Source: an optimization exercise on an open RTL-to-GDS flow (aim: small area, a short achievable clock period and few clock cycles per item). Production flows keep margins and buffers that such runs may drop.
Where RTL was checked, it was by simulation tests only, not by an equivalence proof against the original.
Only the layout flow was run in runs 1 to 4; the RTL was not checked for function there.

==> design/flow/design.v <==
package hdbe_op_pkg;
  typedef enum logic [3:0] {
    ADD  = 4'd0,
    SUB  = 4'd1,
    MUL  = 4'd2,
    SHL  = 4'd3,
    LSHR = 4'd4,
    ASHR = 4'd5,
    AND  = 4'd6,
    OR   = 4'd7,
    XOR  = 4'd8
  } op_e;
  localparam logic [3:0] OpLastLegal = 4'd8;
  typedef struct packed {
    logic ovf;
    logic zero;
    logic illegal;
  } op_flags_t;
  function automatic logic op_is_legal(input logic [3:0] op);
    op_is_legal = (op <= OpLastLegal);
  endfunction
endpackage
module binary_op_alu (
  input  logic [3:0]  op,
  input  logic [31:0] lhs,
  input  logic [31:0] rhs,
  output logic [31:0] result,
  output logic        ovf
);
  logic        sub_s;
  logic [31:0] rhs_x_s;
  logic [31:0] sum_s;
  logic        is_shl_s;
  logic        fill_s;
  logic        amt_big_s;
  logic [31:0] src_s;
  logic [31:0] shr_s;
  logic [31:0] sh_s;
  assign sub_s   = (op == hdbe_op_pkg::SUB);
  assign rhs_x_s = rhs ^ {32{sub_s}};
  assign sum_s   = lhs + rhs_x_s + {31'd0, sub_s};
  assign is_shl_s  = (op == hdbe_op_pkg::SHL);
  assign fill_s    = (op == hdbe_op_pkg::ASHR) && lhs[31];
  assign amt_big_s = |rhs[31:5];
  always_comb begin
    for (int i = 0; i < 32; i++) src_s[i] = is_shl_s ? lhs[31-i] : lhs[i];
  end
  assign shr_s = 32'($signed({fill_s, src_s}) >>> rhs[4:0]);
  always_comb begin
    for (int i = 0; i < 32; i++) sh_s[i] = amt_big_s ? fill_s : (is_shl_s ? shr_s[31-i] : shr_s[i]);
  end
  always_comb begin
    result = '0;
    ovf    = 1'b0;
    case (op)
      hdbe_op_pkg::ADD,
      hdbe_op_pkg::SUB: begin
        result = sum_s;
        ovf    = (lhs[31] == rhs_x_s[31]) && (sum_s[31] != lhs[31]);
      end
      hdbe_op_pkg::SHL,
      hdbe_op_pkg::LSHR,
      hdbe_op_pkg::ASHR: result = sh_s;
      hdbe_op_pkg::AND:  result = lhs & rhs;
      hdbe_op_pkg::OR:   result = lhs | rhs;
      hdbe_op_pkg::XOR:  result = lhs ^ rhs;
      default:           result = '0;
    endcase
  end
endmodule
module binary_op_mulstep #(
  parameter int G = 4
) (
  input  logic [31:0]       a,
  input  logic [31:0]       h,
  input  logic [2*G:0]      y,
  output logic [32+2*G-1:0] t
);
  localparam int TW = 32 + 2 * G;
  logic [TW-1:0] rows_s [G];
  logic [TW-1:0] negs_s;
  always_comb begin
    negs_s = '0;
    for (int i = 0; i < G; i++) begin
      logic       neg, one, two;
      logic [32:0] mag;
      neg = y[2*i+2];
      one = y[2*i+1] ^ y[2*i];
      two = (y[2*i+2] & ~y[2*i+1] & ~y[2*i]) | (~y[2*i+2] & y[2*i+1] & y[2*i]);
      mag = ({33{one}} & {a[31], a}) | ({33{two}} & {a, 1'b0});
      mag = mag ^ {33{neg}};
      rows_s[i] = TW'($signed(mag)) << (2 * i);
      negs_s[2*i] = neg;
    end
  end
  always_comb begin
    t = TW'($signed(h)) + negs_s;
    for (int i = 0; i < G; i++) t = t + rows_s[i];
  end
endmodule
module binary_op_pipe
#(
  parameter int ParamBitWidth = 32,
  parameter int ParamLatency  = 2,
  parameter int ParamTagWidth = 8
) (
  input  logic                     clk,
  input  logic                     reset,
  input  logic                     in_valid,
  output logic                     in_ready,
  input  logic [3:0]               in_op,
  input  logic [ParamBitWidth-1:0] in_lhs,
  input  logic [ParamBitWidth-1:0] in_rhs,
  input  logic [ParamTagWidth-1:0] in_tag,
  output logic                     out_valid,
  input  logic                     out_ready,
  output logic [ParamBitWidth-1:0] out_result,
  output logic [ParamTagWidth-1:0] out_tag,
  output logic                     out_ovf,
  output logic                     out_zero,
  output logic                     out_illegal
);
  logic          valid_r;
  logic          busy_r;
  logic [1:0]    cnt_r;      
  logic [1:0]    len_r;      
  logic [31:0]   res_r;
  logic [31:0]   a_r;
  logic [31:0]   h_r;
  logic          bprev_r;
  logic [7:0]    tag_r;
  logic          ovf_r;
  logic          ill_r;
  logic          mul_r;
  logic          take_s;
  logic          in_mul_s;
  logic [31:0]   alu_result_s;
  logic          alu_ovf_s;
  logic [39:0]   step_s;
  logic [1:0]    lhs_len_s;
  logic [1:0]    rhs_len_s;
  logic          swap_s;
  logic [1:0]    sel_s;
  logic [31:0]   shifted_s;
  logic [31:0]   hi_mask_s;
  binary_op_alu u_alu (
    .op     (in_op),
    .lhs    (in_lhs),
    .rhs    (in_rhs),
    .result (alu_result_s),
    .ovf    (alu_ovf_s)
  );
  binary_op_mulstep #(
    .G(4)
  ) u_mulstep (
    .a (a_r),
    .h (h_r),
    .y ({res_r[7:0], bprev_r}),
    .t (step_s)
  );
  function automatic logic [1:0] mul_len(input logic [31:0] v);
    if (v[31:7] == {25{v[31]}}) mul_len = 2'd0;
    else if (v[31:15] == {17{v[31]}}) mul_len = 2'd1;
    else if (v[31:23] == {9{v[31]}}) mul_len = 2'd2;
    else mul_len = 2'd3;
  endfunction
  assign lhs_len_s = mul_len(in_lhs);
  assign rhs_len_s = mul_len(in_rhs);
  assign swap_s    = (lhs_len_s < rhs_len_s);
  assign in_ready = !busy_r && (!valid_r || out_ready);
  assign take_s   = in_valid && in_ready;
  assign in_mul_s = (in_op == hdbe_op_pkg::MUL);
  always_ff @(posedge clk or posedge reset) begin
    if (reset) begin
      valid_r <= 1'b0;
      busy_r  <= 1'b0;
      cnt_r   <= '0;
    end else if (take_s) begin
      valid_r <= !in_mul_s;
      busy_r  <= in_mul_s;
      cnt_r   <= swap_s ? lhs_len_s : rhs_len_s;
    end else if (busy_r) begin
      cnt_r <= cnt_r - 1'b1;
      if (cnt_r == 2'd0) begin
        busy_r  <= 1'b0;
        valid_r <= 1'b1;
      end
    end else if (out_ready) begin
      valid_r <= 1'b0;
    end
  end
  assign sel_s = (cnt_r == 2'd0) ? len_r : 2'd3;
  always_comb begin
    case (sel_s)
      2'd0:    shifted_s = {step_s[31:0]};
      2'd1:    shifted_s = {step_s[23:0], res_r[31:24]};
      2'd2:    shifted_s = {step_s[15:0], res_r[31:16]};
      default: shifted_s = {step_s[7:0], res_r[31:8]};
    endcase
  end
  always_ff @(posedge clk) begin
    if (take_s) begin
      tag_r   <= in_tag;
      ill_r   <= !hdbe_op_pkg::op_is_legal(in_op);
      mul_r   <= in_mul_s;
      ovf_r   <= alu_ovf_s;
      len_r   <= swap_s ? lhs_len_s : rhs_len_s;
      a_r     <= swap_s ? in_rhs : in_lhs;
      h_r     <= '0;
      bprev_r <= 1'b0;
      res_r   <= !in_mul_s ? alu_result_s : (swap_s ? in_lhs : in_rhs);
    end else if (busy_r) begin
      h_r     <= step_s[39:8];
      res_r   <= shifted_s;
      bprev_r <= res_r[7];
    end
  end
  always_comb begin
    case (len_r)
      2'd0:    hi_mask_s = 32'hFF00_0000;
      2'd1:    hi_mask_s = 32'hFFFF_0000;
      2'd2:    hi_mask_s = 32'hFFFF_FF00;
      default: hi_mask_s = 32'hFFFF_FFFF;
    endcase
  end
  assign out_valid   = valid_r;
  assign out_result  = res_r;
  assign out_tag     = tag_r;
  assign out_ovf     = ovf_r || (mul_r && (|((h_r ^ {32{res_r[31]}}) & hi_mask_s)));
  assign out_zero    = (res_r == 32'd0);
  assign out_illegal = ill_r;
endmodule
==> design/flow/flow/run.sh <==
#!/bin/bash
set -euo pipefail
args=()
while IFS= read -r line; do
  [[ -z "$line" || "$line" == \#* ]] && continue
  args+=("$line")
done < flow/params.txt
printf '%s\n' "${args[@]}" > flow_params.log
bash standard.sh "${args[@]}" finish > flow_make.log 2>&1
==> design/flow/flow/params.txt <==
SETUP_SLACK_MARGIN=7
BUFFER_PORTS_ARGS=-buffer_cell sky130_fd_sc_hd__buf_2
==> design/flow/standard.sh <==
#!/bin/bash
# synth_recipe.tcl (not shown) runs the flow's synth.tcl, then flattens the netlist and writes it again
# the make line also repeats each setting of config.mk as NAME=value (left out here)
make -C /OpenROAD-flow-scripts/flow DESIGN_CONFIG=/design/flow/config.mk WORK_HOME=/design/flow/orfs CLKGATE_MAP_FILE= SYNTH_SCRIPT=/design/flow/synth_recipe.tcl "${@:-finish}"
==> design/flow/config.mk <==
export PLATFORM = sky130hd
export DESIGN_NAME = binary_op_pipe
export DESIGN_NICKNAME = binary_op_pipe
export VERILOG_FILES = /design/flow/design.v
export SDC_FILE = /design/flow/constraint.sdc
export NUM_CORES = 4
export LEC_CHECK = 0
export ABC_AREA = 1
export CAP_MARGIN = 20
export CORE_MARGIN = 2
export CORE_UTILIZATION = 40
export SLEW_MARGIN = 20
==> design/flow/constraint.sdc <==
create_clock -name core_clock -period 12.0 [get_ports {clk}]
set_input_delay 2.4000 -clock core_clock [delete_from_list [all_inputs] [get_ports {clk}]]
set_output_delay 2.4000 -clock core_clock [all_outputs]
set_load 0.01 [all_outputs]
==> results.txt, run 1 <==
CTS tree yes; slowest stage delay, CP 0.55 ns; RSZ-0062 raised after global routing yes; area of the multi-input gates 18100 um2; commonest non-fill, non-tap cell in the layout nand2_1; First-pass DRT Iterations 6; skew final 0.0141 ns; register area 3070 um2; Hold Startpoint bprev_r; fraction of layout cells with a size suffix above 1 21.1%; CTS sink cnt 114; Die H 233 um; DR WL/cell 25.0 um; R2R cell count 26; total congestion overflow 0; post-placement cell area 22100 um2; IO Count 125; reg2reg end res_r[26]; first-pass GRT wire length 142000 um; Critical Path Start res_r[3]; final max-slew violation count 0; num rows 84; most frequent cells in the layout nand2_1 (576), nand3_1 (495), inv_1 (421); Critical Path Sink res_r[26]; vias in the first global route 22300; Max-Cap Viols 0; top post-synthesis cells by area nand3_1 (12%), nand2_1 (12%), edfxtp_1 (11%); FF-to-FF setup slack 6.78 ns; root buf cell clkbuf_16; CP arrival 5.42 ns; Cells after Synth 3207; HP Class reg -> reg; Seq/Total Area, Yosys 14.6%; #FFs+latches synth 114; drt first-iter violations 3180; slew margin rel. 34.7%; crit path time final 5.22 ns; initial antenna violation count 2; Setup Viol. Count Final 0; Critical Path RT 12.20 ns; Die X 233 um; placed instance count 3896; Max Root-Sink Buffers 2; Via Count 24900; gpl congestion 1.01; final HPWL from detailed placement 71800 um; Worst-path clk slew 0.06 ns; actual slew at the worst max-slew pin 0.979 ns; PortBufs 124; CP Launch Type flip-flop; Detail Route Antenna Nets 0; Post-Syn Nets 3562; area fraction of the dominant cell type after synthesis 12.3%; reg2reg start res_r[3]; final wirelength 101000 um; Area Growth Syn to Fin 28.0%; # hold bufs at CTS 0; synthesized area 21000 um2; most used flip-flop cell after synthesis edfxtp_1; area of the die 54400 um2; Netlist cell types 56; syn_area_per_cell 6.55 um2; Initial Utilization 40.2%; period utilisation layout 43.5%; worst-path maximum fanout 8; largest net degree at the start of global routing 55; FFs w/ async S/R, synth 3.51%; Hold Vio Cnt, Final 0; H-tree depth 4; fin area 26900 um2; drt via density 6.14; Post-synth EDFFs 77; outcome finished clean; Residual DRC 0; Yosys warning count 4; NumNets Final 3716; Util after Layout 51.5%; crit end category flip-flop; setup TNS 0 ns; clk latency of the worst-skew pair 0.44 ns; WS Path Type reg -> reg; number of CTS-inserted buffers 17; highest-delay cell along the critical path fa_2; Peak Freq 192 MHz; Core Footprint 52200 um2; post-synth top area cell nand3_1; Layout Cells excl Fill 4063; Total Routing Usage GR 35.0%; fillers 5080
[worst max-delay path, delay by kind of cell (launching register included)]
family,cells,cell delay [ns]
XOR/XNOR,2,0.48
AND/OR/NAND/NOR,10,1.00
AO/OA/AOI/OAI,4,0.56
adder cells (fa/ha/maj),4,1.86
flip-flops,1,0.42
buffers and inverters,6,0.66
[per-stage QoR]
stage,setup WS [ns],hold WS (ns)
after global routing,6.65,0.559
after global placement,5.55,0.499
final,6.78,0.528
after floorplan,7.00,0.457
after detailed placement,5.50,0.493
after CTS,6.81,0.515
[cells by family (layout without fill, tap and decap cells)]
family,Yosys count,count (layout),share of synthesized area [%]
other,0,1,0
xor gates and xnor gates,181,181,7.54
buffers and inverters,615,777,11.3
and+or+nand+nor,1474,1479,30.7
adders and majority gates,275,275,20.2
AOI/OAI and AO/OA,548,548,15.7
DFF,114,114,14.6
[what timing repair did]
item / 4_1_cts / 5_1_grt
setup endpoints to repair: 101 / 59
pin swaps: 40 / 128
buffers inserted: 45 / 66
gates resized for setup: 239 / 330
gates cloned: 17 / 6
[worst min-delay path by stage]
stage	to	slack, ns	depth (start not counted)
floorplan	bprev_r	0.46	2
global placement	bprev_r	0.50	2
detailed placement	bprev_r	0.49	2
CTS	cnt_r[0]	0.52	1
global route	h_r[5]	0.56	2
finish	bprev_r	0.53	2
[synth_stat cells, types with 7 or more instances]
| library cell | n |
|---|---|
| buf_1 | 26 |
| xor2_1 | 176 |
| clkbuf_1 | 90 |
| dfxtp_1 | 33 |
| nor2_1 | 198 |
| o22ai_1 | 134 |
| inv_1 | 448 |
| fa_1 | 106 |
| o21bai_1 | 17 |
| a21oi_1 | 129 |
| nand3_1 | 517 |
| a21o_1 | 10 |
| nor3_1 | 17 |
| a221oi_1 | 35 |
| o221ai_1 | 8 |
| o21ai_0 | 146 |
| nor4_1 | 23 |
| nand4_1 | 33 |
| a31oi_1 | 24 |
| edfxtp_1 | 77 |
| buf_2 | 36 |
| nand2_1 | 657 |
| o211ai_1 | 7 |
| or2_2 | 11 |
| ha_1 | 169 |
[sequential cells by signal, indices dropped and copies added, names as in the netlist]
signal / cells
ill_r: 1
valid_r: 1
cnt_r: 2
busy_r: 1
a_r: 32
h_r: 32
ovf_r: 1
tag_r: 8
res_r: 32
mul_r: 1
bprev_r: 1
len_r: 2
[final cells by class]
class / instances / area share [%]
multi-input cells: 2483 / 67.2
diodes: 1 / 0.00930
inverters: 459 / 6.53
flip-flops and latches: 114 / 11.4
clock inverters: 9 / 0.665
repair inverters: 2 / 0.0372
repair buffers: 284 / 9.18
clock buffers: 23 / 1.74
well taps: 688 / 3.20
[per-layer routing]
metal	vias up	global-route usage (%)	routed length (um)
met2	1626	54.3	43900
met5	-	0	13
met1	11800	45.2	39700
met3	410	5.58	9360
met4	2	22.5	8380
li1	11100	-	-
==> run 2: changes to the inputs <==
--- a/design/flow/design.v
+++ b/design/flow/design.v
@@ -79,3 +79,10 @@
   localparam int TW = 32 + 2 * G;
-  logic [TW-1:0] rows_s [G];
+  function automatic logic [TW-1:0] bias();
+    logic [TW-1:0] b;
+    b = -(TW'(1) << 31);
+    for (int i = 0; i < G; i++) b = b - (TW'(1) << (32 + 2 * i));
+    bias = b;
+  endfunction
+  localparam logic [TW-1:0] Bias = bias();
+  logic [32:0]   rows_s [G];
   logic [TW-1:0] negs_s;
@@ -84,3 +91,3 @@
     for (int i = 0; i < G; i++) begin
-      logic       neg, one, two;
+      logic        neg, one, two;
       logic [32:0] mag;
@@ -91,3 +98,3 @@
       mag = mag ^ {33{neg}};
-      rows_s[i] = TW'($signed(mag)) << (2 * i);
+      rows_s[i] = {~mag[32], mag[31:0]};
       negs_s[2*i] = neg;
@@ -96,4 +103,4 @@
   always_comb begin
-    t = TW'($signed(h)) + negs_s;
-    for (int i = 0; i < G; i++) t = t + rows_s[i];
+    t = TW'({~h[31], h[30:0]}) + negs_s + Bias;
+    for (int i = 0; i < G; i++) t = t + (TW'(rows_s[i]) << (2 * i));
   end
==> design/flow/flow/params.txt (replaced) <==
SETUP_SLACK_MARGIN=6.8
BUFFER_PORTS_ARGS=-buffer_cell sky130_fd_sc_hd__buf_2
==> results.txt, run 2 <==
Peak Freq 169 MHz (was 192 MHz); CP bufs+invs 5 (was 6); PortBufs 124 (unchanged); Setup Viol. Count Final 0 (unchanged); IO Count 125 (unchanged); area of the multi-input gates 18400 um2 (was 18100 um2); Max-Cap Viols 0 (unchanged); area fraction of the dominant cell type after synthesis 11.8% (was 12.3%); top post-synthesis cells by area nand3_1 (12%), nand2_1 (11%), ha_1 (11%) (was nand3_1 (12%), nand2_1 (12%), edfxtp_1 (11%)); drt first-iter violations 3153 (was 3180); vias in the first global route 23700 (was 22300); CP Launch Type flip-flop (unchanged); fillers 5157 (was 5080); Initial Utilization 40.7% (was 40.2%); Worst-path clk slew 0.07 ns (was 0.06 ns); skew final 0.0196 ns (was 0.0141 ns); Via Count 25300 (was 24900); outcome finished clean (unchanged); CP arrival 6.13 ns (was 5.42 ns); post-placement cell area 22600 um2 (was 22100 um2); CTS sink cnt 114 (unchanged); commonest non-fill, non-tap cell in the layout nand2_1 (unchanged); Largest regs a_r (32), h_r (32), res_r (32) (unchanged); HP Class reg -> reg (unchanged); final wirelength 105000 um (was 101000 um); Seq/Total Area, Yosys 14.3% (was 14.6%); gpl congestion 1.04 (was 1.01); fraction of layout cells with a size suffix above 1 21.8% (was 21.1%); crit end category flip-flop (unchanged); Top Family by Delay on Critical Path adder cells (unchanged); most used flip-flop cell after synthesis edfxtp_1 (unchanged); most instantiated cells after synthesis nand2_1 (631), nand3_1 (508), inv_1 (436), nor2_1 (204), xor2_1 (198) (was nand2_1 (657), nand3_1 (517), inv_1 (448), nor2_1 (198), xor2_1 (176)); Netlist cell types 62 (was 56); clk latency of the worst-skew pair 0.48 ns (was 0.44 ns); ant diodes 0 (was 1); synthesized area 21500 um2 (was 21000 um2); H-tree depth 4 (unchanged); initial antenna violation count 1 (was 2); CTS tree yes (unchanged); Critical Path RT 12.23 ns (was 12.20 ns); Die X 236 um (was 233 um); total congestion overflow 0 (unchanged); syn_area_per_cell 6.60 um2 (was 6.55 um2); post-synth top area cell nand3_1 (unchanged); Hold Vio Cnt, Final 0 (unchanged); Top cell by count, worst path nand2_1; actual slew at the worst max-slew pin 1.17 ns (was 0.979 ns); #FFs+latches synth 114 (unchanged); area of the die 55600 um2 (was 54400 um2); highest-delay cell along the critical path fa_1 (was fa_2); Max Root-Sink Buffers 2 (unchanged); Util after Layout 51.3% (was 51.5%); WS Path Type reg -> reg (unchanged); DR WL/cell 25.4 um (was 25.0 um); final max-slew violation count 0 (unchanged); # hold bufs at CTS 0 (unchanged); drt via density 6.13 (was 6.14); Die H 236 um (was 233 um); first-pass GRT wire length 150000 um (was 142000 um); Cells after Synth 3258 (was 3207); number of CTS-inserted buffers 17 (unchanged); Yosys warning count 4 (unchanged); FFs w/ async S/R, synth 3.51% (unchanged); Post-Syn Nets 3616 (was 3562); First-pass DRT Iterations 6 (unchanged); register area 3070 um2 (unchanged); root buf cell clkbuf_16 (unchanged); largest net degree at the start of global routing 80 (was 55); cell with the most instances after synthesis nand2_1 (unchanged); Area Growth Syn to Fin 26.1% (was 28.0%); RSZ-0062 raised after global routing yes (unchanged); Residual DRC 0 (unchanged); fin area 27100 um2 (was 26900 um2); crit path time final 5.91 ns (was 5.22 ns); Core Footprint 52900 um2 (was 52200 um2); num rows 84 (unchanged); NumNets Final 3792 (was 3716); Detail Route Antenna Nets 0 (unchanged); most frequent cells in the layout nand2_1 (570), nand3_1 (474), inv_1 (403) (was nand2_1 (576), nand3_1 (495), inv_1 (421)); final HPWL from detailed placement 77300 um (was 71800 um); worst-path maximum fanout 5 (was 8); period utilisation layout 49.2% (was 43.5%); setup TNS 0 ns (unchanged); slowest stage delay, CP 0.49 ns (was 0.55 ns); slew margin rel. 21.9% (was 34.7%); Post-synth EDFFs 77 (unchanged); FF-to-FF setup slack 6.09 ns (was 6.78 ns); Total Routing Usage GR 36.0% (was 35.0%)
-- run 2: cell types whose count changed after synthesis, sizes merged, moves of 14 or more --
cell / change
fa: -14
o21ai: +33
ha: +17
xor2: +22
nand2: -20
-- run 2: cells by family after synthesis --
group,count (synthesis),share of synthesized area (%)
AO/OA/AOI/OAI,559,15.5
XOR/XNOR,202,8.23
adder cells (fa/ha/maj),278,19.4
buffers and inverters,608,11.3
flip-flops,114,14.3
AND/OR/NAND/NOR,1497,31.3
-- run 2: layer usage --
metal	vias up	wire [um]	track usage [%]
li1	11400	-	-
met1	12000	39300	44.6
met2	1572	47100	57.3
met3	399	9730	5.61
met4	2	9080	26.0
met5	-	11	0
-- run 2: metrics by stage --
| step | setup slack (ns) | cells | hold slack (ns) |
|---|---|---|---|
| floorplan | 6.73 | 3258 | 0.457 |
| global placement | 4.86 | 3946 | 0.499 |
| detailed placement | 4.94 | 3946 | 0.489 |
| CTS | 6.22 | 4060 | 0.499 |
| global route | 5.81 | 4135 | 0.534 |
| finish | 6.09 | 4135 | 0.500 |
-- run 2: what timing repair did --
item | 4_1_cts | 5_1_grt
gates cloned | 5 | 1
pin swaps | 69 | 111
gates resized for setup | 315 | 268
setup endpoints to repair | 92 | 82
buffers inserted | 77 | 74
-- run 2: final cells by class --
| cell class | instances | area share [%] |
|---|---|---|
| multi-input cells | 2537 | 67.8 |
| flip-flops and latches | 114 | 11.3 |
| repair buffers | 315 | 9.12 |
| inverters | 449 | 6.34 |
| well taps | 688 | 3.18 |
| clock buffers | 17 | 1.57 |
| clock inverters | 15 | 0.628 |
-- run 2: final timing paths --
check / depth (start not counted) / from / endpoint
worst min register to register: 1 / cnt_r[0] / cnt_r[0]
worst max register to register: 30 / res_r[3] / res_r[28]
min in group asynchronous: 2 / reset / busy_r
worst min-delay path: 1 / cnt_r[0] / cnt_r[0]
worst max-delay path: 30 / res_r[3] / res_r[28]
max in group asynchronous: 2 / reset / cnt_r[1]
-- run 2: worst reg2reg max path, delay by kind of cell, from the launching register on --
kind / cells / cell delay, ns
flops: 1 / 0.43
fa+ha+maj: 5 / 1.94
compound gates: 4 / 0.73
buf+inv: 5 / 0.48
simple gates: 15 / 1.91
xor+xnor: 1 / 0.17
==> run 3: changes to the inputs <==
==> design/flow/flow/params.txt (replaced) <==
SETUP_SLACK_MARGIN=6.2
BUFFER_PORTS_ARGS=-buffer_cell sky130_fd_sc_hd__buf_2
==> results.txt, run 3 <==
outcome finished clean (unchanged); actual slew at the worst max-slew pin 1.07 ns (was 1.17 ns); area of the multi-input gates 17300 um2 (was 18400 um2); total congestion overflow 0 (unchanged); crit end category flip-flop (unchanged); final HPWL from detailed placement 76300 um (was 77300 um); gpl congestion 1.04 (about the same); WS Path Type reg -> reg (unchanged); crit path time final 5.87 ns (was 5.91 ns); First-pass DRT Iterations 6 (unchanged); Netlist cell types 62 (unchanged); H-tree depth 4 (unchanged); PortBufs 124 (unchanged); first-pass GRT wire length 145000 um (was 150000 um); post-synth top area cell nand3_1 (unchanged); CTS sink cnt 114 (unchanged); Residual DRC 0 (unchanged); CTS tree yes (unchanged); area fraction of the dominant cell type after synthesis 11.8% (unchanged); most used flip-flop cell after synthesis edfxtp_1 (unchanged); FFs w/ async S/R, synth 3.51% (unchanged); Max Root-Sink Buffers 2 (unchanged); most frequent cells in the layout nand2_1 (598), nand3_1 (491), inv_1 (425) (was nand2_1 (570), nand3_1 (474), inv_1 (403)); setup TNS 0 ns (unchanged); Initial Utilization 40.7% (unchanged); cell with the most instances after synthesis nand2_1 (unchanged); Seq/Total Area, Yosys 14.3% (unchanged); Cells after Synth 3258 (unchanged); period utilisation layout 48.9% (was 49.2%); setup ws final 6.13 ns (was 6.09 ns); Total Routing Usage GR 34.8% (was 36.0%); DR WL/cell 24.6 um (was 25.4 um); IO Count 125 (unchanged); Yosys warning count 4 (unchanged); HP Class reg -> reg (unchanged); RSZ-0062 raised after global routing yes (unchanged); highest-delay cell along the critical path fa_1 (unchanged); top post-synthesis cells by area nand3_1 (12%), nand2_1 (11%), ha_1 (11%) (unchanged); Via Count 24300 (was 25300); final max-slew violation count 0 (unchanged); drt first-iter violations 3002 (was 3153); Area Growth Syn to Fin 16.6% (was 26.1%); dpl ws 5.37 ns (was 4.94 ns); largest net degree at the start of global routing 77 (was 80); WHS 0.501 ns (was 0.500 ns); Die H 236 um (unchanged); fraction of layout cells with a size suffix above 1 15.3% (was 21.8%); Post-Syn Nets 3616 (unchanged); Max-Cap Viols 0 (unchanged); synthesized area 21500 um2 (unchanged); Die X 236 um (unchanged); #FFs+latches synth 114 (unchanged); Peak Freq 170 MHz (was 169 MHz); register area 3070 um2 (unchanged); slew margin rel. 28.8% (was 21.9%); clk latency of the worst-skew pair 0.49 ns (was 0.48 ns); drt via density 6.03 (was 6.13); most instantiated cells after synthesis nand2_1 (631), nand3_1 (508), inv_1 (436), nor2_1 (204), xor2_1 (198) (unchanged); root buf cell clkbuf_16 (unchanged); worst-path maximum fanout 4 (was 5); CP Launch Type flip-flop (unchanged); Core Footprint 52900 um2 (unchanged); Top cell by count, worst path nand2_2 (was nand2_1); NumNets Final 3696 (was 3792); slowest stage delay, CP 0.51 ns (was 0.49 ns); # hold bufs at CTS 0 (unchanged); Detail Route Antenna Nets 0 (unchanged); CP arrival 6.11 ns (was 6.13 ns); Critical Path RT 12.24 ns (was 12.23 ns); Post-synth EDFFs 77 (unchanged); Largest regs a_r (32), h_r (32), res_r (32) (unchanged); final wirelength 99300 um (was 105000 um); vias in the first global route 22700 (was 23700); Worst-path clk slew 0.07 ns (about the same); initial antenna violation count 1 (unchanged); fillers 5459 (was 5157); commonest non-fill, non-tap cell in the layout nand2_1 (unchanged); skew final 0.0173 ns (was 0.0196 ns); syn_area_per_cell 6.60 um2 (unchanged); Hold Vio Cnt, Final 0 (unchanged); Setup Viol. Count Final 0 (unchanged); area of the die 55600 um2 (unchanged); number of CTS-inserted buffers 17 (unchanged); num rows 84 (unchanged)
==> run 3: final cells by class <==
cell class,count,area share (%)
inverter,449,6.77
sequential,114,12.3
multi-input combinational,2536,68.9
clock buffer,19,1.81
timing repair buffer,219,6.17
antenna,1,0.00999
tap,688,3.44
clock inverter,13,0.594
timing repair inverter,1,0.0200
==> run 3: layer usage <==
| layer | wire length, um | vias to the layer above | GRT usage [%] |
|---|---|---|---|
| met4 | 7880 | 2 | 23.3 |
| met5 | 13 | - | 0 |
| met2 | 44000 | 1450 | 55.0 |
| met1 | 38500 | 11400 | 44.1 |
| met3 | 8830 | 317 | 5.30 |
| li1 | - | 11200 | - |
==> run 3: worst max-delay path: cells and delay by family, from the launching register on <==
kind | cells | cell delay [ns]
buf+inv | 4 | 0.36
simple gates | 17 | 1.77
flops | 1 | 0.43
fa+ha+maj | 5 | 1.97
xor+xnor | 1 | 0.25
compound gates | 5 | 0.79
==> run 3: final timing paths <==
| path | startpoint | endpoint | slack (ns) | depth (start not counted) |
|---|---|---|---|---|
| worst max-delay path | res_r[3] | res_r[31] | 6.13 | 32 |
| worst min-delay path | cnt_r[0] | cnt_r[0] | 0.50 | 1 |
| worst max register to register | res_r[3] | res_r[31] | 6.13 | 32 |
| worst min register to register | cnt_r[0] | cnt_r[0] | 0.50 | 1 |
| max in group asynchronous | reset | valid_r | 9.97 | 2 |
| min in group asynchronous | reset | cnt_r[1] | 1.82 | 2 |
==> run 3: logic make-up (layout without fill, tap and decap cells) <==
group / count (synthesis) / count (layout) / share of synthesized area, %
AO/OA/AOI/OAI: 559 / 559 / 15.5
AND/OR/NAND/NOR: 1497 / 1497 / 31.3
buffers and inverters: 608 / 701 / 11.3
XOR/XNOR: 202 / 202 / 8.23
adder cells (fa/ha/maj): 278 / 278 / 19.4
flip-flops: 114 / 114 / 14.3
other: 0 / 1 / 0
==> run 3: repair_timing <==
action	in CTS	in global routing
endpoints found under the setup margin	53	46
gates resized for setup	135	151
gates cloned	4	1
setup buffers	36	21
pin swaps	33	55
==> run 3: through the flow <==
step / cell area, um2 / util (%) / cells
after floorplan: 21500 / - / 3258
after global placement: 22500 / 42.6 / 3945
after detailed placement: 22500 / 42.6 / 3945
after CTS: 24100 / 45.7 / 4017
after global routing: 25100 / 47.4 / 4039
final: 25100 / 47.4 / 4040
==> run 4: changes to the inputs <==
--- a/design/flow/design.v
+++ b/design/flow/design.v
@@ -38,7 +38,7 @@
   logic [31:0] sh_s;
-  assign sub_s   = (op == hdbe_op_pkg::SUB);
+  assign sub_s   = op[0];
   assign rhs_x_s = rhs ^ {32{sub_s}};
   assign sum_s   = lhs + rhs_x_s + {31'd0, sub_s};
-  assign is_shl_s  = (op == hdbe_op_pkg::SHL);
-  assign fill_s    = (op == hdbe_op_pkg::ASHR) && lhs[31];
+  assign is_shl_s  = !op[2];
+  assign fill_s    = op[2] && op[0] && lhs[31];
   assign amt_big_s = |rhs[31:5];
@@ -70,2 +70,18 @@
 endmodule
+module binary_op_booth_enc #(
+  parameter int G = 4
+) (
+  input  logic [2*G:0] y,
+  output logic [G-1:0] neg,
+  output logic [G-1:0] one,
+  output logic [G-1:0] two
+);
+  always_comb begin
+    for (int i = 0; i < G; i++) begin
+      neg[i] = y[2*i+2];
+      one[i] = y[2*i+1] ^ y[2*i];
+      two[i] = (y[2*i+2] & ~y[2*i+1] & ~y[2*i]) | (~y[2*i+2] & y[2*i+1] & y[2*i]);
+    end
+  end
+endmodule
 module binary_op_mulstep #(
@@ -75,3 +91,5 @@
   input  logic [31:0]       h,
-  input  logic [2*G:0]      y,
+  input  logic [G-1:0]      neg,
+  input  logic [G-1:0]      one,
+  input  logic [G-1:0]      two,
   output logic [32+2*G-1:0] t
@@ -91,11 +109,7 @@
     for (int i = 0; i < G; i++) begin
-      logic        neg, one, two;
       logic [32:0] mag;
-      neg = y[2*i+2];
-      one = y[2*i+1] ^ y[2*i];
-      two = (y[2*i+2] & ~y[2*i+1] & ~y[2*i]) | (~y[2*i+2] & y[2*i+1] & y[2*i]);
-      mag = ({33{one}} & {a[31], a}) | ({33{two}} & {a, 1'b0});
-      mag = mag ^ {33{neg}};
+      mag = ({33{one[i]}} & {a[31], a}) | ({33{two[i]}} & {a, 1'b0});
+      mag = mag ^ {33{neg[i]}};
       rows_s[i] = {~mag[32], mag[31:0]};
-      negs_s[2*i] = neg;
+      negs_s[2*i] = neg[i];
     end
@@ -136,3 +150,5 @@
   logic [31:0]   h_r;
-  logic          bprev_r;
+  logic [3:0]    neg_r;      
+  logic [3:0]    one_r;
+  logic [3:0]    two_r;
   logic [7:0]    tag_r;
@@ -152,2 +168,5 @@
   logic [31:0]   hi_mask_s;
+  logic [31:0]   mplier_s;
+  logic [3:0]    in_neg_s, in_one_s, in_two_s;
+  logic [3:0]    nx_neg_s, nx_one_s, nx_two_s;
   binary_op_alu u_alu (
@@ -162,6 +181,24 @@
   ) u_mulstep (
-    .a (a_r),
-    .h (h_r),
-    .y ({res_r[7:0], bprev_r}),
-    .t (step_s)
+    .a   (a_r),
+    .h   (h_r),
+    .neg (neg_r),
+    .one (one_r),
+    .two (two_r),
+    .t   (step_s)
+  );
+  binary_op_booth_enc #(
+    .G(4)
+  ) u_enc_in (
+    .y   ({mplier_s[7:0], 1'b0}),
+    .neg (in_neg_s),
+    .one (in_one_s),
+    .two (in_two_s)
+  );
+  binary_op_booth_enc #(
+    .G(4)
+  ) u_enc_next (
+    .y   (res_r[15:7]),
+    .neg (nx_neg_s),
+    .one (nx_one_s),
+    .two (nx_two_s)
   );
@@ -176,2 +213,3 @@
   assign swap_s    = (lhs_len_s < rhs_len_s);
+  assign mplier_s  = swap_s ? in_lhs : in_rhs;
   assign in_ready = !busy_r && (!valid_r || out_ready);
@@ -216,4 +254,6 @@
       h_r     <= '0;
-      bprev_r <= 1'b0;
-      res_r   <= !in_mul_s ? alu_result_s : (swap_s ? in_lhs : in_rhs);
+      neg_r   <= in_neg_s;
+      one_r   <= in_one_s;
+      two_r   <= in_two_s;
+      res_r   <= !in_mul_s ? alu_result_s : mplier_s;
     end else if (busy_r) begin
@@ -221,3 +261,5 @@
       res_r   <= shifted_s;
-      bprev_r <= res_r[7];
+      neg_r   <= nx_neg_s;
+      one_r   <= nx_one_s;
+      two_r   <= nx_two_s;
     end
==> design/flow/flow/params.txt (replaced) <==
SETUP_SLACK_MARGIN=6.5
BUFFER_PORTS_ARGS=-buffer_cell sky130_fd_sc_hd__buf_2
==> results.txt, run 4 <==
Seq/Total Area, Yosys 15.3% (was 14.3%); PortBufs 124 (unchanged); area of the die 57500 um2 (was 55600 um2); cell with the most instances after synthesis nand2_1 (unchanged); period utilisation layout 47.2% (was 48.9%); clk latency of the worst-skew pair 0.45 ns (was 0.49 ns); actual slew at the worst max-slew pin 1.17 ns (was 1.07 ns); first-pass GRT wire length 147000 um (was 145000 um); gpl congestion 1.05 (was 1.04); skew final 0.0125 ns (was 0.0173 ns); Max-Cap Viols 0 (unchanged); root buf cell clkbuf_16 (unchanged); Detail Route Antenna Nets 0 (unchanged); top post-synthesis cells by area edfxtp_1 (12%), nand3_1 (12%), nand2_1 (12%) (was nand3_1 (12%), nand2_1 (11%), ha_1 (11%)); CTS sink cnt 125 (was 114); largest net degree at the start of global routing 110 (was 77); Hold Vio Cnt, Final 0 (unchanged); Yosys warning count 5 (was 4); Post-Syn Nets 3775 (was 3616); slowest stage delay, CP 0.51 ns (about the same); highest-delay cell along the critical path fa_1 (unchanged); synthesized area 22300 um2 (was 21500 um2); FFs w/ async S/R, synth 3.20% (was 3.51%); CP Launch Type flip-flop (unchanged); First-pass DRT Iterations 9 (was 6); Netlist cell types 53 (was 62); Largest regs a_r (32), h_r (32), res_r (32) (unchanged); Top Family by Delay on Critical Path simple AND/OR/NAND/NOR gates (was adder cells); CTS tree yes (unchanged); crit path time final 5.66 ns (was 5.87 ns); Area Growth Syn to Fin 18.2% (was 16.6%); dpl ws 5.62 ns (was 5.37 ns); vias in the first global route 23600 (was 22700); number of CTS-inserted buffers 17 (unchanged); Via Count 25200 (was 24300); most frequent cells in the layout nand2_1 (653), nand3_1 (500), inv_1 (449) (was nand2_1 (598), nand3_1 (491), inv_1 (425)); setup ws final 6.34 ns (was 6.13 ns); final max-slew violation count 0 (unchanged); Residual DRC 0 (unchanged); HP Class reg -> reg (unchanged); Peak Freq 177 MHz (was 170 MHz); drt first-iter violations 2682 (was 3002); drt via density 5.90 (was 6.03); Core Footprint 55100 um2 (was 52900 um2); commonest non-fill, non-tap cell in the layout nand2_1 (unchanged); DR WL/cell 23.7 um (was 24.6 um); H-tree depth 4 (unchanged); WS Path Type reg -> reg (unchanged); post-synth top area cell edfxtp_1 (was nand3_1); most used flip-flop cell after synthesis edfxtp_1 (unchanged); slew margin rel. 21.0% (was 28.8%); RSZ-0062 raised after global routing yes (unchanged); Total Routing Usage GR 34.1% (was 34.8%); worst-path maximum fanout 5 (was 4); Setup Viol. Count Final 0 (unchanged); crit end category flip-flop (unchanged); #FFs+latches synth 125 (was 114); Post-synth EDFFs 89 (was 77); Die X 240 um (was 236 um); Die H 240 um (was 236 um); CP arrival 5.87 ns (was 6.11 ns); CP bufs+invs 6 (was 4); outcome finished clean (unchanged); final wirelength 101000 um (was 99300 um); Top cell by count, worst path nand2_1 (was nand2_2); area fraction of the dominant cell type after synthesis 12.0% (was 11.8%); total congestion overflow 0 (unchanged); fraction of layout cells with a size suffix above 1 16.0% (was 15.3%); setup TNS 0 ns (unchanged); num rows 86 (was 84); final HPWL from detailed placement 76000 um (was 76300 um); IO Count 125 (unchanged); syn_area_per_cell 6.51 um2 (was 6.60 um2); Worst-path clk slew 0.07 ns (about the same); Max Root-Sink Buffers 2 (unchanged); Cells after Synth 3417 (was 3258); most instantiated cells after synthesis nand2_1 (697), nand3_1 (526), inv_1 (481), nor2_1 (213), xor2_1 (194) (was nand2_1 (631), nand3_1 (508), inv_1 (436), nor2_1 (204), xor2_1 (198)); Critical Path RT 12.21 ns (was 12.24 ns); Initial Utilization 40.4% (was 40.7%); NumNets Final 3871 (was 3696); initial antenna violation count 3 (was 1)
==> run 4: changes by cell type after synthesis, moves of 10 or more <==
cell	before	now
nor3_1	24	39
edfxtp_1	77	89
clkbuf_1	84	98
nand3_1	508	526
buf_2	43	29
inv_1	436	481
o21ai_0	179	189
a31oi_1	27	14
nand2_1	631	697
==> run 4: worst paths after layout <==
check / endpoint / cells after the start / from / slack (ns)
worst min register to register: valid_r / 2 / valid_r / 0.53
worst max-delay path: res_r[30] / 33 / neg_r[1] / 6.34
worst max register to register: res_r[30] / 33 / neg_r[1] / 6.34
min in group asynchronous: busy_r / 2 / reset / 1.82
max in group asynchronous: cnt_r[0] / 2 / reset / 10.04
worst min-delay path: valid_r / 2 / valid_r / 0.53
==> run 4: routing by layer <==
layer	global-route usage, %	up-vias	share of wire, %
met5	0	-	0.013
met4	25.7	2	8.9
met3	5.43	321	8.4
met2	53.4	1331	44
met1	42.4	11900	38
li1	-	11700	-
==> run 4: kinds of logic (layout without fill, tap and decap cells) <==
family          after synthesis  in the layout  synth area share (%)
compound gates              570            570                  15.2
xor+xnor                    207            207                  8.15
fa+ha+maj                   278            278                  18.7
buf+inv                     661            769                  11.5
flops                       125            125                  15.3
other cells                   0              1                     0
simple gates               1576           1577                  31.1
==> run 4: repair_timing <==
| action | in CTS | in global routing |
|---|---|---|
| hold buffers | 0 | 0 |
| setup endpoints to repair | 50 | 74 |
| resized for setup | 174 | 204 |
| pin swaps | 54 | 90 |
| buffers inserted | 43 | 35 |
| cloned | 2 | 3 |
==> run 4: worst register-to-register path, delay by kind of cell, from the launching register on <==
family                     cells  cell delay [ns]
adders and majority gates      5             2.08
and+or+nand+nor               21             2.15
DFF                            1             0.42
xor gates and xnor gates       1             0.18
buffers and inverters          6             0.61
==> run 4: stage by stage <==
step	area [um2]	std cells	utilization, %	hold slack (ns)
after floorplan	22300	3417	-	0.483
after global placement	23300	4154	42.3	0.496
after detailed placement	23300	4155	42.4	0.517
after CTS	25100	4232	45.5	0.534
after global routing	26300	4274	47.7	0.580
final	26300	4275	47.7	0.529
==> run 4: layout make-up <==
type	count	area (um2)
repair inverters	2	10.0
clock inverters	14	168
well taps	748	936
diodes	1	2.50
clock buffers	18	429
repair buffers	234	1630
fillers	5766	28800
inverters	501	1890
flip-flops and latches	125	3410
multi-input cells	2632	17800
==> run 5: changes to the inputs <==
--- a/design/flow/design.v
+++ b/design/flow/design.v
@@ -104,6 +104,7 @@
   localparam logic [TW-1:0] Bias = bias();
-  logic [32:0]   rows_s [G];
-  logic [TW-1:0] negs_s;
-  always_comb begin
-    negs_s = '0;
+  logic [TW-1:0] rows_s [G];
+  logic [TW-1:0] hrow_s;
+  logic [TW-1:0] krow_s;
+  logic [TW-1:0] s1_s, c1_s, s2_s, c2_s, s3_s, c3_s, s4_s, c4_s;
+  always_comb begin
     for (int i = 0; i < G; i++) begin
@@ -112,10 +113,22 @@
       mag = mag ^ {33{neg[i]}};
-      rows_s[i] = {~mag[32], mag[31:0]};
-      negs_s[2*i] = neg[i];
-    end
-  end
-  always_comb begin
-    t = TW'({~h[31], h[30:0]}) + negs_s + Bias;
-    for (int i = 0; i < G; i++) t = t + (TW'(rows_s[i]) << (2 * i));
-  end
+      rows_s[i] = TW'({~mag[32], mag[31:0]}) << (2 * i);
+      if (i > 0) rows_s[i][2*i-2] = neg[i-1];
+    end
+    hrow_s = TW'({~h[31], h[30:0]});
+    krow_s = Bias;
+    krow_s[2*G-2] = neg[G-1];
+  end
+  function automatic logic [TW-1:0] maj(input logic [TW-1:0] x, input logic [TW-1:0] y,
+                                        input logic [TW-1:0] z);
+    maj = (x & y) | (x & z) | (y & z);
+  endfunction
+  assign s1_s = rows_s[0] ^ rows_s[1] ^ rows_s[2];
+  assign c1_s = maj(rows_s[0], rows_s[1], rows_s[2]) << 1;
+  assign s2_s = rows_s[3] ^ hrow_s ^ krow_s;
+  assign c2_s = maj(rows_s[3], hrow_s, krow_s) << 1;
+  assign s3_s = s1_s ^ c1_s ^ s2_s;
+  assign c3_s = maj(s1_s, c1_s, s2_s) << 1;
+  assign s4_s = s3_s ^ c3_s ^ c2_s;
+  assign c4_s = maj(s3_s, c3_s, c2_s) << 1;
+  assign t    = s4_s + c4_s;
 endmodule
@@ -162,3 +175,2 @@
   logic [39:0]   step_s;
-  logic [1:0]    lhs_len_s;
   logic [1:0]    rhs_len_s;
@@ -210,5 +222,4 @@
   endfunction
-  assign lhs_len_s = mul_len(in_lhs);
   assign rhs_len_s = mul_len(in_rhs);
-  assign swap_s    = (lhs_len_s < rhs_len_s);
+  assign swap_s    = (in_lhs[31:7] == {25{in_lhs[31]}});
   assign mplier_s  = swap_s ? in_lhs : in_rhs;
@@ -225,3 +236,3 @@
       busy_r  <= in_mul_s;
-      cnt_r   <= swap_s ? lhs_len_s : rhs_len_s;
+      cnt_r   <= swap_s ? 2'd0 : rhs_len_s;
     end else if (busy_r) begin
@@ -251,3 +262,3 @@
       ovf_r   <= alu_ovf_s;
-      len_r   <= swap_s ? lhs_len_s : rhs_len_s;
+      len_r   <= swap_s ? 2'd0 : rhs_len_s;
       a_r     <= swap_s ? in_rhs : in_lhs;
==> design/flow/flow/params.txt (replaced) <==
SETUP_SLACK_MARGIN=6.6
BUFFER_PORTS_ARGS=-buffer_cell sky130_fd_sc_hd__buf_2
==> results.txt, run 5 <==
First-pass DRT Iterations 6 (was 9); RSZ-0062 raised after global routing yes (unchanged); NumNets Final 3633 (was 3871); Worst-path clk slew 0.06 ns (was 0.07 ns); area fraction of the dominant cell type after synthesis 12.5% (was 12.0%); placed instance count 3927 (was 4155); drt first-iter violations 2624 (was 2682); crit end category output pin (was flip-flop); HP Class reg -> reg (unchanged); Max Root-Sink Buffers 2 (unchanged); number of CTS-inserted buffers 17 (unchanged); Layout Cells excl Fill 3986 (was 4275); Cells after Synth 3236 (was 3417); skew final 0.0112 ns (was 0.0125 ns); Seq/Total Area, Yosys 16.0% (was 15.3%); Peak Freq 189 MHz (was 177 MHz); ant diodes 0 (was 1); FFs w/ async S/R, synth 3.20% (unchanged); post-synth top area cell edfxtp_1 (unchanged); Die H 235 um (was 240 um); CTS sink cnt 125 (unchanged); reg2reg end res_r[31] (was res_r[30]); Post-Syn Nets 3584 (was 3775); initial antenna violation count 0 (was 3); hold endpoint cnt_r[0] (was valid_r); largest net degree at the start of global routing 91 (was 110); slew margin rel. 16.5% (was 21.0%); actual slew at the worst max-slew pin 1.24 ns (was 1.17 ns); final max-slew violation count 0 (unchanged); Core Footprint 52700 um2 (was 55100 um2); top post-synthesis cells by area edfxtp_1 (13%), nand2_1 (12%), nand3_1 (11%) (was edfxtp_1 (12%), nand3_1 (12%), nand2_1 (12%)); reg2reg start one_r[0] (was neg_r[1]); commonest non-fill, non-tap cell in the layout nand2_1 (unchanged); #FFs+latches synth 125 (unchanged); IO Count 125 (unchanged); Initial Utilization 40.5% (was 40.4%); Area Growth Syn to Fin 9.44% (was 18.2%); setup TNS 0 ns (unchanged); most used flip-flop cell after synthesis edfxtp_1 (unchanged); Critical Path RT 9.60 ns (was 12.21 ns); clk latency of the worst-skew pair 0.45 ns (about the same); final HPWL from detailed placement 69500 um (was 76000 um); Hold Vio Cnt, Final 0 (unchanged); Total Routing Usage GR 31.5% (was 34.1%); area of the die 55200 um2 (was 57500 um2); CTS tree yes (unchanged); Via Count 23400 (was 25200); Post-synth EDFFs 89 (unchanged); Setup Viol. Count Final 0 (unchanged); Residual DRC 0 (unchanged); vias in the first global route 21500 (was 23600); FF-to-FF setup slack 6.76 ns (was 6.34 ns); H-tree depth 4 (unchanged); worst-path maximum fanout 2 (was 5); gpl congestion 1.03 (was 1.05); root buf cell clkbuf_16 (unchanged); WS Path Type in -> out (was reg -> reg); DR WL/cell 22.7 um (was 23.7 um); most frequent cells in the layout nand2_1 (683), inv_1 (477), nand3_1 (464) (was nand2_1 (653), nand3_1 (500), inv_1 (449)); cell with the most instances after synthesis nand2_1 (unchanged); drt via density 5.87 (was 5.90); num rows 84 (was 86); Worst Hold Depth 2 (unchanged); PortBufs 124 (unchanged); total congestion overflow 0 (unchanged); R2R cell count 21 (was 33); most instantiated cells after synthesis nand2_1 (684), inv_1 (485), nand3_1 (464), ha_1 (174), xor2_1 (170) (was nand2_1 (697), nand3_1 (526), inv_1 (481), nor2_1 (213), xor2_1 (194)); syn_area_per_cell 6.59 um2 (was 6.51 um2); CP arrival 2.88 ns (was 5.87 ns); first-pass GRT wire length 134000 um (was 147000 um); Max-Cap Viols 0 (unchanged); Largest regs a_r (32), h_r (32), res_r (32) (unchanged); Hold Startpoint cnt_r[0] (was valid_r); Yosys warning count 5 (unchanged); CP Launch Type input pin (was flip-flop); fraction of layout cells with a size suffix above 1 7.85% (was 16.0%); period utilisation layout 44.0% (was 47.2%); outcome finished clean (unchanged); final wirelength 90700 um (was 101000 um); Die X 235 um (was 240 um); crit path time final 5.28 ns (was 5.66 ns); synthesized area 21300 um2 (was 22300 um2); Detail Route Antenna Nets 0 (unchanged); Netlist cell types 53 (unchanged)
==> run 5: area by class of cell <==
| type | instances | area (um2) |
|---|---|---|
| clock buffer | 19 | 443 |
| clock inverter | 13 | 90.1 |
| fill | 5669 | 29300 |
| inverter | 498 | 1890 |
| multi-input combinational | 2465 | 15400 |
| sequential | 125 | 3410 |
| tap | 688 | 861 |
| timing repair buffer | 172 | 1190 |
| timing repair inverter | 6 | 45.0 |
==> run 5: what timing repair did <==
action | CTS | global route
endpoints found under the setup margin | 25 | 28
gates resized for setup | 6 | 25
setup buffers | 0 | 19
endpoints found under the hold margin | 0 | 0
cloned | 1 | 5
hold buffers | 0 | 0
==> run 5: critical path, stage by stage <==
cell	delay, ns
buf_2	0.09
inv_1	0.03
a21oi_1	0.18
buf_2	0.17
==> run 5: cells by family (layout without fill, tap and decap cells) <==
family / after synthesis / count (layout) / share of synthesized area (%)
adder cells (fa/ha/maj): 268 / 268 / 19.0
XOR/XNOR: 180 / 180 / 7.39
AND/OR/NAND/NOR: 1435 / 1435 / 29.5
flip-flops: 125 / 125 / 16.0
AO/OA/AOI/OAI: 582 / 582 / 16.2
buffers and inverters: 646 / 708 / 11.9
==> run 5: worst max-delay path by stage <==
stage / startpoint / end / cells after the start
global route: two_r[3] / res_r[27] / 21
detailed placement: in_op[2] / res_r[27] / 11
global placement: in_op[2] / res_r[10] / 14
floorplan: out_ready / in_ready / 2
CTS: one_r[0] / res_r[12] / 19
finish: out_ready / in_ready / 4
==> run 5: metal layers <==
layer | global-route usage, % | vias to the layer above | share of wire (%)
li1 | - | 11000 | -
met1 | 40.9 | 10900 | 40
met2 | 49.9 | 1211 | 45
met3 | 3.38 | 247 | 7.9
met4 | 20.4 | 0 | 7.0
met5 | 0 | - | 0
==> run 5: per-stage QoR <==
step	util [%]	hold WS (ns)	setup WS, ns	area, um2
after floorplan	-	0.480	6.94	21300
after CTS	43.6	0.518	6.59	23000
after global placement	42.4	0.495	6.21	22300
final	44.3	0.521	6.72	23300
after global routing	44.3	0.525	6.55	23300
after detailed placement	42.6	0.505	6.29	22400
Testbench counts of run 5, summed over its fixed seeds: cycles 9,780, items 8,000.
==> run 6: changes to the inputs <==
==> design/flow/flow/params.txt (replaced) <==
SETUP_SLACK_MARGIN=6.8
BUFFER_PORTS_ARGS=-buffer_cell sky130_fd_sc_hd__buf_2
TNS_END_PERCENT=10
==> results.txt, run 6 <==
HP Class reg -> reg (unchanged); final wirelength 90900 um (was 90700 um); First-pass DRT Iterations 6 (unchanged); initial antenna violation count 0 (unchanged); top post-synthesis cells by area edfxtp_1 (13%), nand2_1 (12%), nand3_1 (11%) (unchanged); most frequent cells in the layout nand2_1 (680), inv_1 (476), nand3_1 (461) (was nand2_1 (683), inv_1 (477), nand3_1 (464)); Via Count 23400 (about the same); Post-Syn Nets 3584 (unchanged); drt via density 5.87 (about the same); highest-delay cell along the critical path nor4_1 (was a21oi_1); most used flip-flop cell after synthesis edfxtp_1 (unchanged); WS Path Type reg -> out (was in -> out); first-pass GRT wire length 135000 um (was 134000 um); total congestion overflow 0 (unchanged); Seq/Total Area, Yosys 16.0% (unchanged); gpl congestion 1.03 (unchanged); CP arrival 2.90 ns (was 2.88 ns); Max-Cap Viols 0 (unchanged); number of CTS-inserted buffers 17 (unchanged); R2R cell count 20 (was 21); Netlist cell types 53 (unchanged); Yosys warning count 5 (unchanged); WHS 0.519 ns (was 0.521 ns); Worst-path clk slew 0.06 ns (about the same); area of the die 55200 um2 (unchanged); Worst Hold Depth 2 (unchanged); actual slew at the worst max-slew pin 1.23 ns (was 1.24 ns); # hold bufs at CTS 0 (unchanged); largest net degree at the start of global routing 91 (unchanged); drt first-iter violations 2745 (was 2624); WP depth 6 (was 4); Detail Route Antenna Nets 0 (unchanged); Hold Vio Cnt, Final 0 (unchanged); H-tree depth 4 (unchanged); final HPWL from detailed placement 69500 um (unchanged); slew margin rel. 17.3% (was 16.5%); crit end category output pin (unchanged); Core Footprint 52700 um2 (unchanged); root buf cell clkbuf_16 (unchanged); cell with the most instances after synthesis nand2_1 (unchanged); Area Growth Syn to Fin 10.2% (was 9.44%); Setup Viol. Count Final 0 (unchanged); FFs w/ async S/R, synth 3.20% (unchanged); PortBufs 124 (unchanged); Post-synth EDFFs 89 (unchanged); Total Routing Usage GR 31.8% (was 31.5%); crit path time final 5.30 ns (was 5.28 ns); RSZ-0062 raised after global routing yes (unchanged); area fraction of the dominant cell type after synthesis 12.5% (unchanged); Top Family by Delay on Critical Path simple AND/OR/NAND/NOR gates (was buffers and inverters); syn_area_per_cell 6.59 um2 (unchanged); post-synth top area cell edfxtp_1 (unchanged); fraction of layout cells with a size suffix above 1 8.75% (was 7.85%); CP Launch Type flip-flop (was input pin); Die X 235 um (unchanged); skew final 0.0142 ns (was 0.0112 ns); CTS sink cnt 125 (unchanged); most instantiated cells after synthesis nand2_1 (684), inv_1 (485), nand3_1 (464), ha_1 (174), xor2_1 (170) (unchanged); final max-slew violation count 0 (unchanged); Peak Freq 189 MHz (about the same); setup TNS 0 ns (unchanged); synthesized area 21300 um2 (unchanged); clk latency of the worst-skew pair 0.45 ns (about the same); #FFs+latches synth 125 (unchanged); CTS tree yes (unchanged); Initial Utilization 40.5% (unchanged); Max Root-Sink Buffers 2 (unchanged); worst-path maximum fanout 5 (was 2); cell chain of the critical path inv_1 > nand2_1 > nor4_1 > nand3_1 > nor2_1 > buf_2 (was buf_2 > inv_1 > a21oi_1 > buf_2); commonest non-fill, non-tap cell in the layout nand2_1 (unchanged); NumNets Final 3639 (was 3633); num rows 84 (unchanged); Die H 235 um (unchanged); DR WL/cell 22.8 um (was 22.7 um); fin area 23500 um2 (was 23300 um2); slowest stage delay, CP 1.04 ns (was 0.18 ns); post-placement cell area 22400 um2 (unchanged); Largest regs a_r (32), h_r (32), res_r (32) (unchanged); Cells after Synth 3236 (unchanged); outcome finished clean (unchanged); IO Count 125 (unchanged); period utilisation layout 44.1% (was 44.0%); Residual DRC 0 (unchanged); Critical Path RT 9.60 ns (about the same); CP bufs+invs 2 (was 3); vias in the first global route 21700 (was 21500)
-- run 6: cell counts after synthesis --
No cell type changed its count.
-- run 6: logic make-up after synthesis --
family	after synthesis	synth area share [%]
adder cells (fa/ha/maj)	268	19.0
buffers and inverters	646	11.9
AND/OR/NAND/NOR	1435	29.5
flip-flops	125	16.0
AO/OA/AOI/OAI	582	16.2
XOR/XNOR	180	7.39
-- run 6: layout make-up --
type	count	area (um2)
clock buffers	19	443
diodes	1	2.50
multi-input cells	2465	15500
fillers	5651	29200
repair buffers	178	1240
clock inverters	13	90.1
inverters	498	1890
well taps	688	861
repair inverters	6	45.0
flip-flops and latches	125	3410
-- run 6: final timing paths --
check,startpoint,end,slack [ns]
worst min-delay path,cnt_r[0],cnt_r[0],0.52
worst min register to register,cnt_r[0],cnt_r[0],0.52
worst max-delay path,res_r[13],out_zero,6.70
worst max register to register,two_r[0],res_r[31],6.88
min in group asynchronous,reset,valid_r,1.89
max in group asynchronous,reset,cnt_r[1],9.95
-- run 6: stage by stage --
stage | util (%) | setup WS, ns | cells
finish | 44.6 | 6.70 | 3993
global route | 44.6 | 6.67 | 3992
CTS | 44.1 | 6.76 | 3979
detailed placement | 42.6 | 6.29 | 3927
global placement | 42.4 | 6.21 | 3923
floorplan | - | 6.94 | 3236
-- run 6: what timing repair did --
item | CTS | global route
pin swaps | 0 | 7
gates resized for setup | 16 | 43
gates cloned | 4 | 2
setup buffers | 16 | 9
endpoints found under the setup margin | 34 | 45
-- run 6: worst reg2reg max path: stages, from the launching register on --
cell,delay [ns]
edfxtp_1,0.53
clkinvlp_4,0.17
buf_12,0.17
o22ai_1,0.18
xor2_1,0.22
fa_1,0.50
fa_1,0.48
fa_1,0.50
inv_1,0.06
ha_1,0.38
inv_1,0.09
o21ai_0,0.39
a21oi_1,0.11
o21ai_0,0.19
a21oi_1,0.10
nand2_2,0.13
nand2_1,0.08
nand3_1,0.15
nand3b_1,0.18
a21oi_1,0.21
nand2_1,0.07
-- run 6: routing by layer --
metal | global-route usage (%) | vias up | share of wire [%]
met5 | 0 | - | 0
met4 | 21.0 | 0 | 7.5
met3 | 3.61 | 270 | 8.3
met2 | 50.1 | 1259 | 45
met1 | 41.1 | 10900 | 40
li1 | - | 11000 | -
==> run 7: changes to the inputs <==
==> design/flow/flow/params.txt (replaced) <==
SETUP_SLACK_MARGIN=7.0
BUFFER_PORTS_ARGS=-buffer_cell sky130_fd_sc_hd__buf_1
TNS_END_PERCENT=10
--- a/design/flow/config.mk
+++ b/design/flow/config.mk
@@ -11,2 +11,3 @@
 export CORE_UTILIZATION = 40
+export CTS_BUF_LIST = sky130_fd_sc_hd__clkbuf_8
 export SLEW_MARGIN = 20
==> results.txt, run 7 <==
outcome finished clean (unchanged); dpl ws 6.43 ns (was 6.29 ns); highest metal used met4 (unchanged); WL met2 40600 um (about the same); commonest non-fill, non-tap cell in the layout nand2_1 (unchanged); setup TNS 0 ns (unchanged); most instantiated cells after synthesis nand2_1 (684), inv_1 (485), nand3_1 (464), ha_1 (174), xor2_1 (170) (unchanged); DR WL/cell 22.3 um (was 22.8 um); initial antenna violation count 1 (was 0); largest family of logic cells by synthesized area simple AND/OR/NAND/NOR gates (unchanged); final wirelength 89300 um (was 90900 um); HP Class reg -> reg (unchanged); Yosys warning count 5 (unchanged); CP Launch Type input pin (was flip-flop); fraction of layout cells with a size suffix above 1 6.32% (was 8.75%); Largest regs a_r (32), h_r (32), res_r (32) (unchanged); number of CTS-inserted buffers 17 (unchanged); Post-Synth XOR/XNOR Area 7.39% (unchanged); crit path time final 5.18 ns (was 5.30 ns); post-synth top area cell edfxtp_1 (unchanged); period utilisation layout 43.2% (was 44.1%); NumNets Final 3658 (was 3639); area fraction of the dominant cell type after synthesis 12.5% (unchanged); wl on met1 35800 um (was 36000 um); most frequent cells in the layout nand2_1 (679), inv_1 (475), nand3_1 (461) (was nand2_1 (680), inv_1 (476), nand3_1 (461)); reg2reg start two_r[0] (unchanged); num rows 84 (unchanged); Layout Cells excl Fill 4012 (was 3993); area of the die 55200 um2 (unchanged); Die X 235 um (unchanged); syn_area_per_cell 6.59 um2 (unchanged); adder-cell share of the synthesized area 19.0% (unchanged); Area Growth Syn to Fin 9.72% (was 10.2%); Netlist cell types 53 (unchanged); largest net degree at the start of global routing 92 (was 91); cell chain of the critical path buf_8 > inv_2 > a21oi_2 > buf_2 (was inv_1 > nand2_1 > nor4_1 > nand3_1 > nor2_1 > buf_2); top post-synthesis cells by area edfxtp_1 (13%), nand2_1 (12%), nand3_1 (11%) (unchanged); Via Count 23300 (was 23400); final max-slew violation count 0 (unchanged); setup ws final 6.82 ns (was 6.70 ns); Critical Path RT 9.60 ns (about the same); crit end category output pin (unchanged); Worst-path clk slew 0.08 ns (was 0.06 ns); slew margin rel. 28.4% (was 17.3%); Core Footprint 52700 um2 (unchanged); FFs w/ async S/R, synth 3.20% (unchanged); WS Path Type in -> out (was reg -> out); Die H 235 um (unchanged); IO Count 125 (unchanged); clk latency of the worst-skew pair 0.50 ns (was 0.45 ns); Post-Syn Nets 3584 (unchanged); First-pass DRT Iterations 7 (was 6); actual slew at the worst max-slew pin 1.06 ns (was 1.23 ns); R2R cell count 23 (was 20); WHS 0.527 ns (was 0.519 ns); Max-Cap Viols 0 (unchanged); vias in the first global route 21500 (was 21700); first-pass GRT wire length 132000 um (was 135000 um); Cells after Synth 3236 (unchanged); hold endpoint cnt_r[0] (unchanged); synthesized area 21300 um2 (unchanged); PortBufs 124 (unchanged); most used flip-flop cell after synthesis edfxtp_1 (unchanged); Post-synth EDFFs 89 (unchanged); worst-path maximum fanout 2 (was 5); Detail Route Antenna Nets 0 (unchanged); CTS sink cnt 125 (unchanged); H-tree depth 4 (unchanged); Setup Viol. Count Final 0 (unchanged); RSZ-0062 raised after global routing yes (unchanged); reg2reg end res_r[26] (was res_r[31]); root buf cell clkbuf_8 (was clkbuf_16); highest-delay cell along the critical path buf_2 (was nor4_1); mux cell area share after synthesis 0% (unchanged); slowest stage delay, CP 0.15 ns (was 1.04 ns); Hold Vio Cnt, Final 0 (unchanged); CP arrival 2.78 ns (was 2.90 ns); Initial Utilization 40.5% (unchanged); placed instance count 3945 (was 3927); skew final 0.0308 ns (was 0.0142 ns); total congestion overflow 0 (unchanged); drt via density 5.80 (was 5.87); Peak Freq 193 MHz (was 189 MHz); Hold Startpoint cnt_r[0] (unchanged); Synth Area in Simple Gates 29.5% (unchanged); CTS tree yes (unchanged); FF-to-FF setup slack 7.00 ns (was 6.88 ns); gpl congestion 1.01 (was 1.03); met3 wire len 6440 um (was 7510 um); cell with the most instances after synthesis nand2_1 (unchanged); final HPWL from detailed placement 69800 um (was 69500 um); drt first-iter violations 2600 (was 2745); Residual DRC 0 (unchanged); Worst Hold Depth 2 (unchanged); Max Root-Sink Buffers 2 (unchanged); Seq/Total Area, Yosys 16.0% (unchanged); fillers 5709 (was 5651); complex-gate fraction of the synthesized area 16.2% (unchanged); #FFs+latches synth 125 (unchanged); Total Routing Usage GR 31.1% (was 31.8%)
## run 7: routing by layer
metal,up-vias,global-route usage (%)
met3,221,3.22
met5,-,0
li1,11000,-
met2,1173,50.0
met4,0,19.7
met1,10800,40.1
## run 7: critical path: cells and delay by family
kind	cells	cell delay, ns
AO/OA/AOI/OAI	1	0.14
buffers and inverters	3	0.25
## run 7: cell families after synthesis
kind of cell | Yosys count
AOI/OAI and AO/OA | 582
xor gates and xnor gates | 180
adders and majority gates | 268
DFF | 125
buffers and inverters | 646
and+or+nand+nor | 1435
## run 7: timing repair
item,in CTS,in global routing
gates cloned,3,1
pin swaps,1,5
hold buffers,0,0
setup endpoints to repair,48,58
resized for setup,30,70
setup buffers,10,20
## run 7: cell type report
cell class                 count  area [um2]  area share, %
clock buffer                  19         262           1.12
inverter                     498        1890           8.09
clock inverter                13         130          0.556
timing repair inverter         3        22.5         0.0963
antenna                        1        2.50         0.0107
multi-input combinational   2465       15600           66.7
sequential                   125        3410           14.6
timing repair buffer         200        1200           5.11
tap                          688         861           3.68
## run 7: worst max-delay path by stage
stage                   start         to  slack [ns]
detailed placement   in_op[2]  res_r[29]        6.43
floorplan           out_ready   in_ready        7.00
finish              out_ready   in_ready        6.82
global route        out_ready   in_ready        6.79
CTS                 out_ready   in_ready        6.84
global placement     in_op[2]  res_r[29]        6.37
## run 7: per-stage QoR
step           utilization [%]  area [um2]
4_1_cts                   43.6       23000
3_5_place_dp              42.5       22400
2_1_floorplan                -       21300
5_1_grt                   44.4       23400
6_report                  44.4       23400
3_3_place_gp              42.4       22300

## separate check: timing with driven ports
The flow's constraints put no driver on any port. The routed layouts listed below were extracted and timed again, unchanged, in two steps.
Step 1 (the two cells are an assumption about what drives the block):
set clk [get_ports {clk}]
set_driving_cell -lib_cell sky130_fd_sc_hd__clkbuf_16 $clk
set_driving_cell -lib_cell sky130_fd_sc_hd__buf_2 [delete_from_list [all_inputs] $clk]
Step 2 times the ports against the registers' clock, not the clock port: input delays grow and output delays shrink by t, the midpoint of the rising clock arrivals with the driver on.
Slacks: ideal / step 1 / step 2; pairs: ideal / step 1.
run	t, ns	slack for setup (ns)	worst setup path after step 2	worst slew at a driven data input, ns
run 1	0.489	6.781 / 6.781 / 6.584	input to register	0.05
run 2	0.525	6.094 / 6.094 / 5.734	input to register	0.06
run 3	0.534	6.133 / 6.133 / 5.707	input to register	0.07
run 4	0.497	6.338 / 6.338 / 6.247	input to register	0.04
run 5	0.498	6.718 / 6.665 / 6.436	input to register	0.06
run 6	0.496	6.704 / 6.647 / 6.637	input to register	0.06
run 7	0.532	6.815 / 6.752 / 6.589	input to register	0.06
After both steps every run listed still meets setup and hold. For run 3, which loses most, drivers alone change the setup slack by 0.000 ns; drivers and shift together by -0.426 ns.
